Background: an optimization exercise with open tools, aiming at a short achievable clock period and few clock cycles per item. Do not read the settings as production practice. In this exercise RTL edits were held to simulation tests only and were not proved equivalent to the original. Power is estimated from default activity; no workload was simulated.

==> design.v <==
`timescale 1ns/1ps
package rv_pkg;
    typedef enum logic [6:0] {
        OPC_OP     = 7'b0110011,
        OPC_OP_IMM = 7'b0010011,
        OPC_LUI    = 7'b0110111,
        OPC_LOAD   = 7'b0000011,
        OPC_STORE  = 7'b0100011,
        OPC_BRANCH = 7'b1100011
    } opcode_e;
    typedef enum logic [2:0] {
        ALU_ADD, ALU_SUB, ALU_AND, ALU_OR, ALU_XOR, ALU_SLT
    } alu_op_e;
    typedef enum logic {
        WB_ALU,
        WB_LOAD
    } wb_sel_e;
    typedef struct packed {
        logic [4:0]            rs1;
        logic [4:0]            rs2;
        logic [4:0]            rd;
        alu_op_e               alu_op;
        logic [32-1:0]   imm;
        logic                  use_imm;
        logic                  is_lui;
        logic                  mem_read;
        logic                  mem_write;
        logic                  is_branch;
        logic                  branch_ne;   
        logic                  reg_write;
        wb_sel_e               wb_sel;
    } ctrl_word_t;
    typedef struct packed {
        logic [32-1:0] pc;
        logic [32-1:0] instr;
    } if_id_t;
    typedef struct packed {
        ctrl_word_t          ctrl;
        logic [32-1:0] pc;
        logic [32-1:0] rs1_val;
        logic [32-1:0] rs2_val;
    } id_ex_t;
    typedef struct packed {
        logic [4:0]          rd;
        logic                reg_write;
        logic                mem_read;
        logic                mem_write;
        wb_sel_e             wb_sel;
        logic [32-1:0] alu_out;
        logic [32-1:0] store_data;
    } ex_mem_t;
    typedef struct packed {
        logic [4:0]          rd;
        logic                reg_write;
        logic [32-1:0] result;
    } mem_wb_t;
endpackage
`timescale 1ns/1ps
module rv_pipe_cpu (
    input  logic        clk,
    input  logic        rst,
    output logic        read_a,
    output logic [31:0] address_a,
    input  logic        resp_a,
    input  logic [31:0] rdata_a,
    output logic        read_b,
    output logic        write_b,
    output logic [31:0] address_b,
    output logic [31:0] wdata_b,
    input  logic        resp_b,
    input  logic [31:0] rdata_b
);
    logic [31:0] pc, pend_pc;
    logic        pend;
    logic [31:0] d_instr, d_pc;
    logic        d_valid;
    logic        e_valid;
    logic [31:0] e_op1, e_op2, e_sdata;
    logic        e_f1, e_f2, e_fs;           
    logic        e_sel_add, e_sel_sub, e_sel_and, e_sel_or, e_sel_xor, e_sel_slt;
    logic        e_we, e_load, e_store, e_br, e_bne, e_pred, e_chk;
    logic [4:0]  e_rd;
    logic [31:0] e_alt;
    logic [31:0] m_res, m_sdata;
    logic        m_we, m_load, m_rdreq, m_wrreq;
    logic [4:0]  m_rd;
    logic [31:0] w_res;
    logic        w_we;
    logic [4:0]  w_rd;
    logic [31:0] regs [0:31];
    logic freeze;         
    logic mispredict;     
    logic id_stall;       
    logic id_redirect;    
    assign freeze = (m_rdreq | m_wrreq) & ~resp_b;
    assign read_a    = 1'b1;
    assign address_a = pc;
    logic [31:0] redir_pc;
    logic        redir;
    logic [31:0] id_target;
    assign redir    = mispredict | id_redirect;
    assign redir_pc = mispredict ? e_alt : id_target;
    always_ff @(posedge clk) begin
        if (rst) begin
            pc   <= 32'h0;
            pend <= 1'b0;
        end else if (redir) begin
            if (resp_a) begin
                pc   <= redir_pc;
                pend <= 1'b0;
            end else begin
                pend <= 1'b1;
            end
        end else if (pend) begin
            if (resp_a) begin
                pc   <= pend_pc;
                pend <= 1'b0;
            end
        end else if (resp_a && !freeze && !id_stall) begin
            pc <= pc + 32'd4;
        end
    end
    always_ff @(posedge clk) begin
        if (redir) pend_pc <= redir_pc;
    end
    always_ff @(posedge clk) begin
        if (!freeze && !id_stall) begin
            d_instr <= rdata_a;
            d_pc    <= pc;
        end
    end
    always_ff @(posedge clk) begin
        if (rst) begin
            d_valid <= 1'b0;
        end else if (mispredict) begin
            d_valid <= 1'b0;
        end else if (!freeze && !id_stall) begin
            d_valid <= resp_a & ~pend & ~id_redirect;
        end
    end
    logic [6:0] opc;
    logic [2:0] f3;
    logic [4:0] rs1, rs2, rd;
    logic       is_op, is_opi, is_lui, is_load, is_store, is_br;
    logic [31:0] imm_i, imm_s, imm_b, imm_u;
    assign opc = d_instr[6:0];
    assign f3  = d_instr[14:12];
    assign rs1 = d_instr[19:15];
    assign rs2 = d_instr[24:20];
    assign rd  = d_instr[11:7];
    assign is_op    = (opc == 7'b0110011);
    assign is_opi   = (opc == 7'b0010011);
    assign is_lui   = (opc == 7'b0110111);
    assign is_load  = (opc == 7'b0000011);
    assign is_store = (opc == 7'b0100011);
    assign is_br    = (opc == 7'b1100011);
    assign imm_i = {{20{d_instr[31]}}, d_instr[31:20]};
    assign imm_s = {{20{d_instr[31]}}, d_instr[31:25], d_instr[11:7]};
    assign imm_b = {{19{d_instr[31]}}, d_instr[31], d_instr[7], d_instr[30:25],
                    d_instr[11:8], 1'b0};
    assign imm_u = {d_instr[31:12], 12'b0};
    logic use1, use2, we;
    logic [4:0] ra1, ra2;
    assign use1 = is_op | is_opi | is_load | is_store | is_br;
    assign use2 = is_op | is_store | is_br;
    assign ra1  = use1 ? rs1 : 5'd0;
    assign ra2  = use2 ? rs2 : 5'd0;
    logic alu_f3_ok;
    assign alu_f3_ok = (f3 == 3'b000) | (f3 == 3'b010) | (f3 == 3'b100) |
                       (f3 == 3'b110) | (f3 == 3'b111);
    assign we = ((is_op | is_opi) & alu_f3_ok | is_lui | is_load) & (rd != 5'd0);
    logic [31:0] rf1, rf2, v1, v2;
    assign rf1 = (ra1 == 5'd0) ? 32'h0 : regs[ra1];
    assign rf2 = (ra2 == 5'd0) ? 32'h0 : regs[ra2];
    logic m_hit1, m_hit2, w_hit1, w_hit2, e_hit1, e_hit2;
    logic [31:0] m_val;
    assign m_val  = m_load ? rdata_b : m_res;
    assign e_hit1 = e_valid & e_we & (e_rd == ra1) & (ra1 != 5'd0);
    assign e_hit2 = e_valid & e_we & (e_rd == ra2) & (ra2 != 5'd0);
    assign m_hit1 = m_we & (m_rd == ra1) & (ra1 != 5'd0);
    assign m_hit2 = m_we & (m_rd == ra2) & (ra2 != 5'd0);
    assign w_hit1 = w_we & (w_rd == ra1) & (ra1 != 5'd0);
    assign w_hit2 = w_we & (w_rd == ra2) & (ra2 != 5'd0);
    assign v1 = m_hit1 ? m_val : w_hit1 ? w_res : rf1;
    assign v2 = m_hit2 ? m_val : w_hit2 ? w_res : rf2;
    assign id_stall = d_valid & e_load & (e_hit1 | e_hit2) & ~mispredict;
    logic        pred, chk;
    logic [31:0] pc_plus4, pc_imm;
    assign pc_plus4 = d_pc + 32'd4;
    assign pc_imm   = d_pc + imm_b;
    assign chk  = is_br & ~(imm_b == 32'd4);
    assign pred = d_instr[31] | (f3[0] ? (rs1 != rs2) : (rs1 == rs2));
    assign id_target   = pc_imm;
    assign id_redirect = d_valid & chk & pred & ~id_stall & ~mispredict & ~freeze;
    always_ff @(posedge clk) begin
        if (rst) begin
            e_valid <= 1'b0;
        end else if (!freeze) begin
            e_valid <= d_valid & ~id_stall & ~mispredict;
        end
    end
    always_ff @(posedge clk) begin
        if (!freeze) begin
            e_op1     <= v1;
            e_op2     <= is_op | is_br ? v2 : is_lui ? imm_u : is_store ? imm_s : imm_i;
            e_sdata   <= v2;
            e_f1      <= e_hit1;
            e_f2      <= e_hit2 & (is_op | is_br);
            e_fs      <= e_hit2;
            e_sel_add <= ~(is_op | is_opi) | (f3 == 3'b000 & ~(is_op & d_instr[30]));
            e_sel_sub <= is_op & (f3 == 3'b000) & d_instr[30];
            e_sel_slt <= (is_op | is_opi) & (f3 == 3'b010);
            e_sel_xor <= (is_op | is_opi) & (f3 == 3'b100);
            e_sel_or  <= (is_op | is_opi) & (f3 == 3'b110);
            e_sel_and <= (is_op | is_opi) & (f3 == 3'b111);
            e_we      <= we;
            e_load    <= is_load;
            e_store   <= is_store;
            e_br      <= chk;
            e_bne     <= f3[0];
            e_pred    <= pred;
            e_rd      <= rd;
            e_alt     <= pred ? pc_plus4 : pc_imm;
        end
    end
    logic [31:0] a, b, sd, sum, diff, res;
    logic        lt, taken;
    assign a  = e_f1 ? m_res : e_op1;
    assign b  = e_f2 ? m_res : e_op2;
    assign sd = e_fs ? m_res : e_sdata;
    assign sum  = a + b;
    assign diff = a - b;
    assign lt   = (a[31] ^ b[31]) ? a[31] : diff[31];
    assign res = ({32{e_sel_add}} & sum) |
                 ({32{e_sel_sub}} & diff) |
                 ({32{e_sel_and}} & (a & b)) |
                 ({32{e_sel_or}}  & (a | b)) |
                 ({32{e_sel_xor}} & (a ^ b)) |
                 ({32{e_sel_slt}} & {31'b0, lt});
    assign taken      = (a == b) ^ e_bne;
    assign mispredict = e_valid & e_br & (taken != e_pred) & ~freeze;
    always_ff @(posedge clk) begin
        if (rst) begin
            m_we    <= 1'b0;
            m_rdreq <= 1'b0;
            m_wrreq <= 1'b0;
        end else if (!freeze) begin
            m_we    <= e_valid & e_we;
            m_rdreq <= e_valid & e_load;
            m_wrreq <= e_valid & e_store;
        end
    end
    always_ff @(posedge clk) begin
        if (!freeze) begin
            m_res   <= res;
            m_sdata <= sd;
            m_rd    <= e_rd;
            m_load  <= e_load;
        end
    end
    assign read_b    = m_rdreq;
    assign write_b   = m_wrreq;
    assign address_b = m_res;
    assign wdata_b   = m_sdata;
    always_ff @(posedge clk) begin
        if (rst) begin
            w_we <= 1'b0;
        end else if (!freeze) begin
            w_we <= m_we;
        end
    end
    always_ff @(posedge clk) begin
        if (!freeze) begin
            w_res <= m_val;
            w_rd  <= m_rd;
        end
    end
    always_ff @(posedge clk) begin
        if (w_we) regs[w_rd] <= w_res;
    end
endmodule
==> run.sh <==
#!/bin/bash
# synth_recipe.tcl (not shown) runs the flow's synth.tcl, then flattens the netlist and writes it again
# the make line also repeats each setting of config.mk as NAME=value (left out here)
make -C /OpenROAD-flow-scripts/flow DESIGN_CONFIG=/design/flow/config.mk WORK_HOME=/design/flow/orfs CLKGATE_MAP_FILE= SYNTH_SCRIPT=/design/flow/synth_recipe.tcl finish
==> config.mk <==
export PLATFORM = sky130hd
export DESIGN_NAME = rv_pipe_cpu
export DESIGN_NICKNAME = rv_pipe_cpu
export VERILOG_FILES = /design/flow/design.v
export SDC_FILE = /design/flow/constraint.sdc
export NUM_CORES = 4
export LEC_CHECK = 0
export ABC_CLOCK_PERIOD_IN_PS = 2500
export CAP_MARGIN = 20
export CORE_MARGIN = 2
export CORE_UTILIZATION = 40
export SETUP_SLACK_MARGIN = 4.0
export SLEW_MARGIN = 20
==> constraint.sdc <==
create_clock -name core_clock -period 7.0 [get_ports {clk}]
set_input_delay 1.4000 -clock core_clock [delete_from_list [all_inputs] [get_ports {clk}]]
set_output_delay 1.4000 -clock core_clock [all_outputs]
set_load 0.01 [all_outputs]
==> results.txt <==
==> cell type report <==
cell class | count | area share
antenna | 16 | 0.0003994
clock buffer | 176 | 0.03842
clock inverter | 93 | 0.008700
inverter | 139 | 0.006053
multi-input combinational | 4420 | 0.3541
sequential | 1414 | 0.4204
tap | 2480 | 0.03095
timing repair buffer | 1099 | 0.1392
timing repair inverter | 12 | 0.001772
==> cells in the final DEF, fill, tap and decap left out, types with 45 or more instances in the layout <==
| cell type | n |
|---|---|
| edfxtp_1 | 1375 |
| buf_16 | 84 |
| buf_4 | 457 |
| clkbuf_16 | 161 |
| inv_1 | 124 |
| mux4_2 | 85 |
| nor2_4 | 60 |
| a211oi_1 | 101 |
| nor3_1 | 51 |
| buf_6 | 194 |
| nand2_1 | 884 |
| xor2_1 | 57 |
| o22ai_1 | 45 |
| a21oi_1 | 391 |
| o21ai_0 | 107 |
| nand3_1 | 286 |
| a2bb2oi_1 | 80 |
| nor2_1 | 195 |
| dlygate4sd2_1 | 61 |
| mux2i_1 | 286 |
| o21ai_1 | 63 |
| ha_1 | 75 |
| a221oi_1 | 117 |
| and4_1 | 50 |
| a21oi_2 | 69 |
| buf_12 | 121 |
| clkdlybuf4s50_1 | 68 |
| buf_8 | 59 |
| nor2b_1 | 57 |
| mux2_2 | 89 |
| nand4_1 | 46 |
==> logic make-up (layout without fill, tap and decap cells) <==
family | count (synthesis) | after routing | share of synthesized area
xor+xnor | 107 | 107 | 0.01279
other cells | 1 | 17 | 0.00005045
compound gates | 1656 | 1661 | 0.1533
fa+ha+maj | 131 | 131 | 0.02245
buf+inv | 647 | 1519 | 0.03491
simple gates | 1979 | 1992 | 0.1228
flops | 1414 | 1414 | 0.5660
mux | 528 | 528 | 0.08767
==> critical path, stage by stage, from the launching register on <==
cell and delay (ns):
edfxtp_1 0.38, buf_12 0.16, buf_12 0.16, mux2i_4 0.29, ha_4 0.25, or4_4 0.52
or4_4 0.50, o311ai_4 0.36, nand2_4 0.10, buf_12 0.14, a2111o_1 0.34, o211a_4 0.20
buf_12 0.14, and4_1 0.18, a31o_1 0.18, a41o_1 0.19
==> worst min path at each step <==
stage	end	slack, ns	cells past startpoint
floorplan	e_alt[0]$_DFFE_PN_	0.42	0
global placement	e_alt[0]$_DFFE_PN_	0.44	0
detailed placement	e_alt[0]$_DFFE_PN_	0.45	0
CTS	e_alt[0]$_DFFE_PN_	0.46	0
global route	e_alt[0]$_DFFE_PN_	0.50	0
finish	e_alt[0]$_DFFE_PN_	0.48	0
==> state kept, by name (all words and copies together), names as in the netlist, 32 cells and up <==
| signal | flops |
|---|---|
| e_sdata | 32 |
| pc | 32 |
| e_op2 | 32 |
| d_pc | 32 |
| m_res | 32 |
| m_sdata | 32 |
| d_instr | 32 |
| w_res | 32 |
| pend_pc | 32 |
| e_op1 | 32 |
| e_alt | 32 |
| regs | 1024 |
==> report_power, final <==
part           leakage (uW)  switching (uW)  internal [uW]
combinational        0.0196            1190            779
sequential           0.0135             189           9470
clock               0.00232            3620           4400
==> through the flow <==
| stage | cells | instance area (um2) | util | setup slack (ns) |
|---|---|---|---|---|
| 2_1_floorplan | 6463 | 74690 | - | 2.313 |
| 3_3_place_gp | 8770 | 79160 | 0.4278 | 1.666 |
| 3_5_place_dp | 8772 | 79200 | 0.4280 | 1.617 |
| 4_1_cts | 9638 | 96010 | 0.5189 | 2.757 |
| 5_1_grt | 9840 | 100200 | 0.5416 | 2.689 |
| 6_report | 9849 | 100200 | 0.5418 | 2.812 |
==> layer usage <==
metal / global-route usage / vias to the layer above
met1: 0.4320 / 32836
met3: 0.1416 / 1784
li1: - / 26657
met5: 0.003780 / -
met2: 0.5071 / 6288
met4: 0.2536 / 18
==> timing repair <==
action,CTS,global route
gates resized for setup,1390,502
pin swaps,287,235
endpoints found under the setup margin,552,505
buffers inserted,483,161
gates cloned,114,20
==> flow_metrics.py <==
metrics = {
    "drt": {
        "wl_met1_um": 118900,
        "ant_nets": 0,
        "met2_length_um": 147000,
        "routed_wl_um": 355400,
        "vias_per_cell": 6.862,
        "remaining_drc_errors": 0,
        "first_pass_iters": 10,
        "dr.first_iter.drc_count": 12457,
        "wire_per_inst_um": 36.08,
        "top_layer_used": "met5",
        "via_count": 67583,
        "wl_met3_um": 56790,
    },
    "placement": {
        "io_buffer_count": 165,
        "post-dp-hpwl_um": 172200,
        "place.gp.congestion": 0.9347,
    },
    "setup_path": {
        "r2r-end": "pc[19]$_SDFFE_PP0P_",
        "criticalPathCategory": "register to register",
        "cp_max_fo": 5,
        "cp-startpoint": "e_f2$_DFFE_PN_",
        "required_ns": 7.75,
        "end_kind": "register",
        "cp.arrival_ns": 4.94,
        "ff2ff_setup_slack_ns": 2.81,
        "startpoint_type": "register",
        "critPathCapture": "pc[19]$_SDFFE_PP0P_",
        "r2r_start": "e_f2$_DFFE_PN_",
        "r2r_cells": 15,
    },
    "clock_tree": {
        "tritoncts.num_buffers": 149,
        "root_buffer": "clkbuf_16",
        "worstSkewPairLatency_ns": 0.87,
        "path_clk_slew_ns": 0.07,
        "clockBufferDepth": 3,
        "cts_tree": "yes",
        "cts_sinks": 1414,
        "htree_levels": 4,
        "hold_buffers": 0,
    },
    "yosys": {
        "avgSynthCellArea_um2": 11.50,
        "synth_cell_types": 99,
        "synth_area_um2": 74330,
        "synth_most_common_cell": "edfxtp_1",
        "synth_top_cell_by_area": "edfxtp_1",
        "ys_seq_area_frac": 0.5660,
        "synth_nets": 6662,
        "synth_top_cells_by_count": "edfxtp_1, nand2_1, a21oi_1",
        "synth-warning-count": 1,
        "synth.area.top_cells": "edfxtp_1, nand2_1, mux2i_1",
        "syn_inst": 6463,
        "ys_ff_latch": 1414,
        "synthArstFlopShare": 0,
        "ys.flop_type": "edfxtp_1",
        "synth_top_area_share": 0.5555,
        "synth_edf_count": 1375,
    },
    "die": {
        "die_y_um": 435.1,
        "die-area_um2": 189300,
        "num_rows": 158,
        "pin_count": 167,
        "dieWidth_um": 435.1,
        "coreArea_um2": 185000,
        "initial_core_util": 0.4017,
    },
    "final_layout": {
        "drive_above_1_share": 0.3023,
        "nFillCells": 14919,
        "syn_to_final_growth_pct": 34.86,
        "regArea_um2": 42140,
        "multi_input_area_um2": 35500,
        "final_nets": 7434,
    },
    "status": {
        "outcome": "complete, no violations",
    },
    "global_route": {
        "grt_pass1_vias": 62402,
        "grt_max_degree": 126,
        "grt_pass1_wl_um": 478700,
        "grt_antenna_before_repair": 27,
        "grtUsageTotal": 0.3540,
        "globalRouteOverflowTotal": 0,
    },
    "timing": {
        "slew_violations": 0,
        "relSlewSlack": 0.2220,
        "period_minus_slack_ns": 4.188,
        "post-route-period-util": 0.5982,
        "tightest_slew_ns": 1.167,
        "whs_ns": 0.4752,
        "hold_violations": 0,
        "clock_skew_ns": 0.03949,
        "max_freq_mhz": 238.8,
        "finalSetupViolations": 0,
        "rsz0062_at_grt": "true",
        "finalSetupTns_ns": 0,
    },
    "pwr": {
        "vdd_drop_max_mv": 0.2959,
        "power_density_nw_per_um2": 196.0,
        "total_power_uw": 19650,
        "p_leak_uw": 0.03536,
    },
    "hold_path": {
        "hp-class": "register to register",
        "hp-start": "d_pc[0]$_DFFE_PP_",
    },
    "run": {
        "cap_violations": 0,
    },
}
Testbench counts, summed over its fixed seeds: cycles 19,232, instrs 17,032.

==> afterwards: timing with drivers on the ports <==
In the flow no input, the clock included, has a driving cell. The finished layout below was timed again as built, in two steps.
Step 1 assumes that a clkbuf_16 drives the clock port and a buf_2 every other input.
Step 2 times the ports against the registers' clock, not the clock port: input delays grow and output delays shrink by t, the midpoint of the rising clock arrivals with the driver on.
Slacks: ideal ports / drivers / drivers and shift; pairs: ideal ports / drivers.
t (ns): 0.941
setup WS [ns]: 2.812 / 2.812 / 2.368
latest minus earliest clock arrival (ns): 0.045 / 0.046
worst register clock-pin slew, ns: 0.08 / 0.08
cell pins on the clock port's net: 1
After both steps setup and hold are still met in this run. For this run, drivers alone change the setup slack by 0.000 ns; drivers and shift together by -0.444 ns.
